From an optimization exercise on the open Yosys and OpenROAD flow, aimed at small area, a short achievable clock period and few clock cycles; shortcuts taken in it are not production practice.
Only simulation tests tie the RTL to the original design; equivalence was not proved.

==> flow/design.v <==
package hwcnn_pkg;
	typedef enum logic {
		CONV      = 1'b0,
		LOAD_BIAS = 1'b1
	} inst_op_e;
	typedef logic signed [8-1:0] data_t;
	typedef struct packed {
		inst_op_e                            op;
		logic [6-1:0]           feat_start;
		logic [5-1:0]            line_len;
		logic [5-1:0]            out_count;
		logic [$clog2(4)-1:0]   ker_idx;
		logic [$clog2(4)-1:0]  bias_idx;
		logic [$clog2(20)-1:0]     shift;
		logic                                relu;
		logic [5-1:0]            res_start;
	} conv_inst_t;
	typedef struct packed {
		inst_op_e                                                          op;
		logic [$clog2(4)-1:0]                                bias_idx;
		logic [32-1-$clog2(4)-20-1:0]  rsvd;
		logic signed [20-1:0]                                    imm;
	} bias_inst_t;
	typedef union packed {
		conv_inst_t conv;
		bias_inst_t bias;
	} inst_word_u;
	typedef logic [8:0][8-1:0] window_t;   
	typedef logic [8:0][8-1:0] kernel_t;
	typedef struct packed {
		logic signed [20-1:0]   bias;
		logic [$clog2(20)-1:0]  shift;
		logic                             relu;
	} pe_ctrl_t;
endpackage
package hwcnn_bus_pkg;
	typedef struct packed {
		logic                      psel;
		logic                      penable;
		logic                      pwrite;
		logic [12-1:0]  paddr;
		logic [32-1:0]  pwdata;
	} apb_req_t;
	typedef struct packed {
		logic                      pready;
		logic [32-1:0]  prdata;
		logic                      pslverr;
	} apb_rsp_t;
endpackage
`timescale 1ns/1ps
module apb_host_port (
	input  logic                                 clk,
	input  logic                                 arst_n,
	input  logic [12+32+2:0] apb_req,   
	output logic [32+1:0]             apb_rsp,   
	output logic                                 feat_wr_en,
	output logic [6-1:0]            feat_wr_addr,
	output logic [8-1:0]             feat_wr_data,
	output logic                                 ker_wr_en,
	output logic [$clog2(4*9)-1:0]  ker_wr_addr,
	output logic [8-1:0]             ker_wr_data,
	output logic [5-1:0]             res_rd_addr,
	input  logic [16-1:0]              res_rd_data
);
	localparam int KER_DEPTH = 4 * 9;
	logic [12-1:0] feat_off;
	logic [12-1:0] ker_off;
	logic [12-1:0] res_off;
	logic                     access;
	logic                     bad;
	logic                     rd_wait;   
	hwcnn_bus_pkg::apb_req_t  req;
	hwcnn_bus_pkg::apb_rsp_t  rsp;
	assign req     = apb_req;
	assign apb_rsp = rsp;
	assign access   = req.psel && req.penable;
	assign feat_off = req.paddr - 12'h000;   
	assign ker_off  = req.paddr - 12'h100;
	assign res_off  = req.paddr - 12'h200;
	assign bad = req.pwrite ? !(feat_off < (1 << 6) || ker_off < KER_DEPTH)
	                            : !(res_off < (1 << 5));
	assign feat_wr_en   = access && req.pwrite && (feat_off < (1 << 6));
	assign feat_wr_addr = feat_off[6-1:0];
	assign feat_wr_data = req.pwdata[8-1:0];
	assign ker_wr_en    = access && req.pwrite && (ker_off < KER_DEPTH);
	assign ker_wr_addr  = ker_off[$clog2(KER_DEPTH)-1:0];
	assign ker_wr_data  = req.pwdata[8-1:0];
	assign res_rd_addr  = res_off[5-1:0];
	always_ff @(posedge clk or negedge arst_n) begin
		if (!arst_n)
			rd_wait <= 1'b0;
		else
			rd_wait <= access && !req.pwrite && !bad && !rd_wait;
	end
	always_comb begin
		rsp.pready  = access && (req.pwrite || bad || rd_wait);
		rsp.pslverr = access && bad;
		rsp.prdata  = rd_wait ? 32'($signed(res_rd_data)) : '0;
	end
endmodule
`timescale 1ns/1ps
module topcontrol (
	input  logic                               clk,
	input  logic                               arst_n,
	input  logic [32-1:0]           instruct,
	input  logic                               inst_empty,
	output logic                               inst_req,
	output logic [2:0][6-1:0]     col_addr,
	output logic                               col_valid,
	output logic [$clog2(4)-1:0]  ker_idx,
	output logic [20+$clog2(20):0] pe_ctrl,   
	output logic                               job_start,
	output logic [5-1:0]           res_start,
	output logic [5-1:0]           out_count,
	input  logic                               job_done,
	output logic                               busy
);
	typedef enum logic [2:0] {
		ST_IDLE,
		ST_REQ,
		ST_FETCH,   
		ST_RUN,
		ST_DRAIN    
	} state_e;
	state_e                          state;
	hwcnn_pkg::inst_word_u                      inst_w;
	hwcnn_pkg::conv_inst_t                      conv_q;
	logic signed [20-1:0]  bias_rf [4];
	logic [5:0]          col_cnt;
	assign inst_w    = instruct;
	assign inst_req  = (state == ST_REQ);
	assign busy      = (state != ST_IDLE);   
	assign col_valid = (state == ST_RUN);
	always_ff @(posedge clk or negedge arst_n) begin
		if (!arst_n) begin
			state     <= ST_IDLE;
			col_cnt   <= '0;
			job_start <= 1'b0;
		end else begin
			job_start <= 1'b0;
			case (state)
				ST_IDLE: begin
					if (!inst_empty)
						state <= ST_REQ;
				end
				ST_REQ: state <= ST_FETCH;
				ST_FETCH: begin
					if (inst_w.conv.op == hwcnn_pkg::CONV) begin
						state     <= ST_RUN;
						col_cnt   <= '0;
						job_start <= 1'b1;
					end else begin
						state <= ST_IDLE;
					end
				end
				ST_RUN: begin
					col_cnt <= col_cnt + 1'b1;
					if (col_cnt == conv_q.out_count + 1'b1)   
						state <= ST_DRAIN;
				end
				ST_DRAIN: begin
					if (job_done)
						state <= ST_IDLE;
				end
				default: state <= ST_IDLE;
			endcase
		end
	end
	always_ff @(posedge clk) begin
		if (state == ST_FETCH && inst_w.conv.op == hwcnn_pkg::CONV)
			conv_q <= inst_w.conv;
	end
	always_ff @(posedge clk or negedge arst_n) begin
		if (!arst_n) begin
			for (int i = 0; i < 4; i++)
				bias_rf[i] <= '0;
		end else if (state == ST_FETCH && inst_w.bias.op == hwcnn_pkg::LOAD_BIAS) begin
			bias_rf[inst_w.bias.bias_idx] <= inst_w.bias.imm;
		end
	end
	always_comb begin
		for (int r = 0; r < 3; r++)
			col_addr[r] = 6'(conv_q.feat_start + r * conv_q.line_len + col_cnt);
	end
	assign ker_idx   = conv_q.ker_idx;
	assign res_start = conv_q.res_start;
	assign out_count = conv_q.out_count;
	assign pe_ctrl = {bias_rf[conv_q.bias_idx], conv_q.shift, conv_q.relu};
endmodule
`timescale 1ns/1ps
module kernel_buffer (
	input  logic                                 clk,
	input  logic                                 ker_wr_en,
	input  logic [$clog2(4*9)-1:0]  ker_wr_addr,
	input  logic [8-1:0]             ker_wr_data,
	input  logic [$clog2(4)-1:0]    ker_idx,
	output logic [8:0][8-1:0]  kernel
);
	logic signed [8-1:0] ker_mem [0:4*9-1];   
	always_ff @(posedge clk) begin
		if (ker_wr_en)
			ker_mem[ker_wr_addr] <= ker_wr_data;
	end
	always_ff @(posedge clk) begin
		for (int t = 0; t < 9; t++)
			kernel[t] <= ker_mem[ker_idx * 9 + t];
	end
endmodule
`timescale 1ns/1ps
module feature_window (
	input  logic                            clk,
	input  logic                            arst_n,
	input  logic                            feat_wr_en,
	input  logic [6-1:0]       feat_wr_addr,
	input  logic [8-1:0]        feat_wr_data,
	input  logic [2:0][6-1:0]  col_addr,
	input  logic                            col_valid,
	output logic [8:0][8-1:0]  window,   
	output logic                            window_valid
);
	logic signed [8-1:0] feat_mem [0:(1<<6)-1];
	logic [2:0][8-1:0] rd_col;      
	logic [2:0][2:0][8-1:0] shift_col;   
	logic              rd_valid;
	logic [1:0]        col_cnt;
	always_ff @(posedge clk) begin
		if (feat_wr_en)
			feat_mem[feat_wr_addr] <= feat_wr_data;
		if (col_valid) begin
			for (int r = 0; r < 3; r++)
				rd_col[r] <= feat_mem[col_addr[r]];
		end
		if (rd_valid)
			shift_col <= {rd_col, shift_col[2:1]};
	end
	always_ff @(posedge clk or negedge arst_n) begin
		if (!arst_n) begin
			rd_valid     <= 1'b0;
			col_cnt      <= '0;
			window_valid <= 1'b0;
		end else begin
			rd_valid     <= col_valid;
			window_valid <= rd_valid && (col_cnt == 2'd2);   
			if (!rd_valid)
				col_cnt <= '0;
			else if (col_cnt != 2'd2)
				col_cnt <= col_cnt + 1'b1;
		end
	end
	always_comb begin
		for (int r = 0; r < 3; r++)
			for (int c = 0; c < 3; c++)
				window[r*3 + c] = shift_col[c][r];
	end
endmodule
`timescale 1ns/1ps
module conv_pe_core (
	input  logic                            clk,
	input  logic                            arst_n,
	input  logic [8:0][8-1:0]  window,   
	input  logic                            window_valid,
	input  logic [8:0][8-1:0]  kernel,
	input  logic [20+$clog2(20):0] pe_ctrl,   
	output logic signed [16-1:0]  result,
	output logic                            result_valid
);
	localparam int PROD_W  = 2 * 8;
	localparam int SUM_W   = 20 + 1;   
	localparam int RES_MAX = (1 << (16 - 1)) - 1;
	localparam int RES_MIN = -(1 << (16 - 1));
	logic signed [PROD_W-1:0]        prod_q [9];
	hwcnn_pkg::pe_ctrl_t                        ctrl_s1;
	hwcnn_pkg::pe_ctrl_t                        ctrl_s2;
	logic                            valid_s1;
	logic                            valid_s2;
	logic signed [SUM_W-1:0]         sum_d;
	logic signed [SUM_W-1:0]         sum_q;
	logic signed [SUM_W-1:0]         shifted;
	logic signed [16-1:0]  res_d;
	always_comb begin
		sum_d = SUM_W'($signed(ctrl_s1.bias));
		for (int i = 0; i < 9; i++)
			sum_d = sum_d + SUM_W'(prod_q[i]);
	end
	always_comb begin
		shifted = sum_q >>> ctrl_s2.shift;
		if (ctrl_s2.relu && shifted < 0)
			res_d = '0;
		else if (shifted > RES_MAX)
			res_d = 16'(RES_MAX);
		else if (shifted < RES_MIN)
			res_d = 16'(RES_MIN);
		else
			res_d = 16'(shifted);
	end
	always_ff @(posedge clk) begin
		for (int i = 0; i < 9; i++)
			prod_q[i] <= $signed(window[i]) * $signed(kernel[i]);   
		ctrl_s1 <= hwcnn_pkg::pe_ctrl_t'(pe_ctrl);
		sum_q   <= sum_d;   
		ctrl_s2 <= ctrl_s1;
		result  <= res_d;   
	end
	always_ff @(posedge clk or negedge arst_n) begin
		if (!arst_n) begin
			valid_s1     <= 1'b0;
			valid_s2     <= 1'b0;
			result_valid <= 1'b0;
		end else begin
			valid_s1     <= window_valid;
			valid_s2     <= valid_s1;
			result_valid <= valid_s2;
		end
	end
endmodule
`timescale 1ns/1ps
module write2control (
	input  logic                            clk,
	input  logic                            arst_n,
	input  logic                            job_start,
	input  logic [5-1:0]        res_start,
	input  logic [5-1:0]        out_count,
	input  logic signed [16-1:0]  result,
	input  logic                            result_valid,
	input  logic [5-1:0]        res_rd_addr,
	output logic [16-1:0]         res_rd_data,
	output logic                            job_done
);
	logic [16-1:0]   res_mem [0:(1<<5)-1];
	logic [5-1:0]  wr_addr;
	logic [5-1:0]  remain;   
	assign job_done = result_valid && (remain == 5'(1));
	always_ff @(posedge clk or negedge arst_n) begin
		if (!arst_n) begin
			wr_addr <= '0;
			remain  <= '0;
		end else if (job_start) begin
			wr_addr <= res_start;
			remain  <= out_count;
		end else if (result_valid) begin
			wr_addr <= wr_addr + 1'b1;
			remain  <= remain - 1'b1;
		end
	end
	always_ff @(posedge clk) begin
		if (result_valid)
			res_mem[wr_addr] <= result;
		res_rd_data <= res_mem[res_rd_addr];
	end
endmodule
`timescale 1ns/1ps
module hwcnn_top (
	input  logic                        clk,
	input  logic                        arst_n,
	input  logic                        apb_psel,
	input  logic                        apb_penable,
	input  logic                        apb_pwrite,
	input  logic [12-1:0]    apb_paddr,
	input  logic [32-1:0]    apb_pwdata,
	output logic                        apb_pready,
	output logic [32-1:0]    apb_prdata,
	output logic                        apb_pslverr,
	input  logic [32-1:0]    instruct,
	input  logic                        inst_empty,
	output logic                        inst_req,
	output logic                        busy
);
	hwcnn_bus_pkg::apb_req_t                 apb_req;
	hwcnn_bus_pkg::apb_rsp_t                 apb_rsp;
	assign apb_req.psel    = apb_psel;
	assign apb_req.penable = apb_penable;
	assign apb_req.pwrite  = apb_pwrite;
	assign apb_req.paddr   = apb_paddr;
	assign apb_req.pwdata  = apb_pwdata;
	assign apb_pready      = apb_rsp.pready;
	assign apb_prdata      = apb_rsp.prdata;
	assign apb_pslverr     = apb_rsp.pslverr;
	logic                                    feat_wr_en;
	logic [6-1:0]               feat_wr_addr;
	logic [8-1:0]                feat_wr_data;
	logic                                    ker_wr_en;
	logic [$clog2(4*9)-1:0]     ker_wr_addr;
	logic [8-1:0]                ker_wr_data;
	logic [5-1:0]                res_rd_addr;
	logic [16-1:0]                 res_rd_data;
	logic [2:0][6-1:0]          col_addr;
	logic                                    col_valid;
	logic [$clog2(4)-1:0]       ker_idx;
	hwcnn_pkg::pe_ctrl_t                                pe_ctrl;
	logic                                    job_start;
	logic [5-1:0]                res_start;
	logic [5-1:0]                out_count;
	logic                                    job_done;
	hwcnn_pkg::window_t                                 window;
	logic                                    window_valid;
	hwcnn_pkg::kernel_t                                 kernel;
	logic signed [16-1:0]          result;
	logic                                    result_valid;
	apb_host_port hport (.*);
	topcontrol tctrl (.*);
	kernel_buffer kbuf (.*);
	feature_window fwin (.*);
	conv_pe_core pec (.*);
	write2control w2c (.*);
endmodule
==> flow/run.sh <==
#!/bin/bash
# synth_recipe.tcl (not shown) runs the flow's synth.tcl, then flattens the netlist and writes it again
# the make line also repeats each setting of config.mk as NAME=value (left out here)
make -C /OpenROAD-flow-scripts/flow DESIGN_CONFIG=/design/flow/config.mk WORK_HOME=/design/flow/orfs CLKGATE_MAP_FILE= SYNTH_SCRIPT=/design/flow/synth_recipe.tcl finish
==> flow/config.mk <==
export PLATFORM = sky130hd
export DESIGN_NAME = hwcnn_top
export DESIGN_NICKNAME = hwcnn_top
export VERILOG_FILES = /design/flow/design.v
export SDC_FILE = /design/flow/constraint.sdc
export NUM_CORES = 4
export LEC_CHECK = 0
export CAP_MARGIN = 20
export CORE_MARGIN = 2
export CORE_UTILIZATION = 40
export SLEW_MARGIN = 20
==> flow/constraint.sdc <==
create_clock -name core_clock -period 7.0 [get_ports {clk}]
set_input_delay 1.4000 -clock core_clock [delete_from_list [all_inputs] [get_ports {clk}]]
set_output_delay 1.4000 -clock core_clock [all_outputs]
set_load 0.01 [all_outputs]
==> flow_summary_export.csv <==
group,metric,value,unit
run_status,status,"finished clean",
critical_path,slowest_delay,0.64,ns
grt,grt_usage,25.3,%
clock_network,holdBufCountCts,0,
floorplan,start_util,40.1,%
logic_synthesis,synth.area.top_cells,"edfxtp_1 (39%), fa_1 (12%), mux4_2 (11%)",
timing,fin_crit,5.77,ns
logic_synthesis,ys_seq_area_share,47.0,%
logic_synthesis,syn_area_per_cell,13.1,µm²
clock_network,cts_buffer_depth,3,
critical_path,rr_worst_depth,19,
route,topRoutingLayerUsed,"met5",
clock_network,post_cts_buffers,0,
floorplan,die_x,530,µm
logic_synthesis,synth_ff_type,"edfxtp_1",
logic_synthesis,synth_cells,8426,
clock_network,clkTransAtPathRegs,0.06,ns
clock_network,ctsResizeCount,0,
timing,worstMarginPinSlew,1.20,ns
placed_design,routabilityCongestion,0.941,
route,wl_met3,37800,µm
logic_synthesis,synth_fp_nets,9462,
critical_path,cp_num_buf_inv,5,
placed_design,place_hpwl,242000,µm
clock_network,cts-root-buf,"clkbuf_16",
clock_network,cts_tree,"done",
grt,grt_overflow,0,
cells_and_area,layout.nets,9545,
critical_path,path_class,"flop to flop",
clock_network,clock_sinks,1848,
floorplan,coreArea,276000,µm²
critical_path,setup.worst_path.end_class,"flop",
logic_synthesis,yosysWarnings,8,
timing,rsz0062_at_grt,"no",
logic_synthesis,synth_top_cell_by_area,"edfxtp_1",
floorplan,rows,193,
critical_path,cp_max_fo,3,
critical_path,reg2reg_slack,1.23,ns
timing,whs,0.331,ns
cells_and_area,fillers,24654,
grt,grt_pass1_vias,74615,
hold_path,hold_path_depth,0,
critical_path,cp_slowest_cell,"o41ai_1",
timing,relSlewSlack,19.6,%
timing,finalSetupViolCount,0,
route,met1_length,138000,µm
hold_path,holdCritPathClass,"flop to flop",
grt,grt_pass1_wl,519000,µm
placed_design,dp_slack,1.33,ns
route,drc,0,
route,wire_per_inst,28.9,µm
logic_synthesis,synth_area,111000,µm²
critical_path,worstPathCellList,"inv_1 -> fa_1 -> inv_1 -> fa_1 -> fa_1 -> inv_1 -> fa_1 -> inv_1 -> fa_1 -> inv_1 -> fa_1 -> nor2b_1 -> o21ai_0 -> a211oi_1 -> a41oi_1 -> and3b_1 -> o41ai_1 -> mux2i_1 -> o2111ai_1",
timing,drv_slew,0,
cells_and_area,syn_to_final_growth,11.8,%
logic_synthesis,synth-seq-cells,1848,
logic_synthesis,synth_top_area_share,39.1,%
cells_and_area,layout-drive-gt1-share,16.1,%
floorplan,die_area,281000,µm²
route,firstDrtPassIters,8,
critical_path,crit_top_cell,"fa_1",
critical_path,critPathTopFamily,"adder cells",
timing,min_period_over_period,82.4,%
route,route.met2.wl,162000,µm
route,routed_via_density,6.02,
flow_run,drv_cap,0,
route,antenna_left,0,
grt,antenna_found_initial,34,
grt,grt_max_degree,110,
critical_path,start_kind,"flop",
clock_network,worstSkewPairLatency,0.89,ns
logic_synthesis,synthArstFlopShare,5.84,%
critical_path,crit_cells,19,
placed_design,dpl-instance-area,117000,µm²
route,finalWirelength,359000,µm
clock_network,cts-buffers-inserted,197,
route,vias,74673,
timing,max_freq,173,MHz
critical_path,worstPathRequired,7.68,ns
critical_path,crit_arrival,6.45,ns
cells_and_area,postLayoutCellArea,124000,µm²
timing,worst_slack,1.23,ns
timing,finClkSkew,0.0916,ns
logic_synthesis,synth.distinct_cells,80,
clock_network,htreeDepth,4,
floorplan,die_y,530,µm
timing,setup_tns,0,ns
logic_synthesis,synth-edff-count,1439,
placed_design,portBuffers,93,
route,drtIter0Drc,9798,
timing,hold_violations,0,
floorplan,io_pins,118,
==> synth_stat cells (54+ instances only) <==
cell,number
dfxtp_1,301
nand2_1,455
mux2_2,179
clkbuf_1,287
nand2b_1,105
ha_1,314
a22oi_1,240
fa_1,640
nand4_1,75
mux2i_1,265
nor2b_1,86
buf_1,73
a221oi_1,65
mux4_2,529
nand3_1,196
o21ai_0,244
o211ai_1,54
and2_1,384
edfxtp_1,1439
a211oi_1,113
buf_2,82
inv_1,830
dfrtp_1,108
nor2_1,304
xnor2_1,154
a22o_1,125
a21oi_1,239
and3_1,93
==> flip-flops by register name, indices dropped and copies added, names as in the netlist, 2 cells and up <==
name and flops:
w2c.res_mem 512, pec.ctrl_s2 6, pec.result 16, tctrl.col_cnt 6, fwin.col_cnt 2, w2c.wr_addr 5, tctrl.state 3, tctrl.bias_rf 80
kbuf.ker_mem 288, fwin.feat_mem 512, pec.ctrl_s1 26, pec.sum_q 21, pec.prod_q 144, tctrl.conv_q 31, fwin.rd_col 24, w2c.remain 5
w2c.res_rd_data 16, kbuf.kernel 72, fwin.shift_col 72
==> layout make-up <==
class / count / area (µm²) / share of cell area [%]
diodes: 12 / 30.0 / 0.0243
clock buffers: 233 / 5140 / 4.15
clock inverters: 135 / 1750 / 1.42
inverters: 831 / 3120 / 2.52
multi-input cells: 5280 / 54000 / 43.7
flip-flops and latches: 1848 / 51900 / 42.0
well taps: 3705 / 4640 / 3.75
repair buffers: 351 / 3000 / 2.43
==> metal layers <==
layer / vias to the layer above / global-route usage [%]
li1: 31198 / -
met1: 38027 / 33.2
met2: 4406 / 39.1
met3: 1034 / 6.11
met4: 8 / 12.8
met5: - / 0
==> cells by family after synthesis <==
group,count (synthesis),share of synthesized area [%]
simple gates,1856,8.59
xor+xnor,182,1.46
mux,974,15.0
compound gates,1314,8.25
buf+inv,1298,4.59
fa+ha+maj,954,15.1
flops,1848,47.0
==> metrics by stage <==
stage | cells | util, %
2_1_floorplan | 8426 | -
3_3_place_gp | 12010 | 42.3
3_5_place_dp | 12012 | 42.3
4_1_cts | 12380 | 44.8
5_1_grt | 12386 | 44.8
6_report | 12395 | 44.8
==> placed cells by master (no fill, tap or decap), types with 105 or more instances in the layout <==
master     count
clkbuf_16    199
fa_1         637
dfxtp_1      300
xnor2_1      151
buf_4        255
mux4_2       529
a22o_1       125
nand2b_1     105
mux2i_1      265
nor2_1       261
edfxtp_1    1439
dfrtp_1      107
nand2_1      455
nand3_1      195
mux2_2       179
a21oi_1      238
ha_1         306
a22oi_1      240
inv_1        827
a211oi_1     113
o21ai_0      244
and2_1       376
==> path summary, 6_finish.rpt <==
kind,start,to
setup / recovery,pec.prod_q[8][2],pec.sum_q[19]
hold / removal,pec.ctrl_s1[4],pec.ctrl_s2[4]
setup reg to reg,pec.prod_q[8][2],pec.sum_q[19]
hold reg to reg,pec.ctrl_s1[4],pec.ctrl_s2[4]
max in group asynchronous,arst_n,tctrl.bias_rf[0][7]
min in group asynchronous,arst_n,tctrl.state[1]
Testbench counts, summed over its fixed seeds: cycles 36,197.

[afterwards: timing with drivers on the ports]
The results above use ideal ports. As a check the final layout listed here was re-extracted and re-timed, cells and wires unchanged. Step 1 sets driving cells, clkbuf_16 on the clock port and buf_2 on the other inputs (assumed; they add their load-dependent delay and slew). Step 2 also shifts input and output timing later by t, the mid clock arrival at the registers, as if the neighbouring blocks saw the same clock. Slacks: no drivers / after step 1 / after step 2; pairs: no drivers / after step 1.
t, ns: 0.934
setup WS [ns]: 1.235 / 1.235 / 1.235
worst hold slack (ns): 0.331 / 0.331 / 0.331
worst setup path after step 2: register to register
pins driven straight from the clock port: 1
After both steps this run still meets setup and hold. For this run, drivers alone change the setup slack by 0.000 ns; drivers and shift together by 0.000 ns.
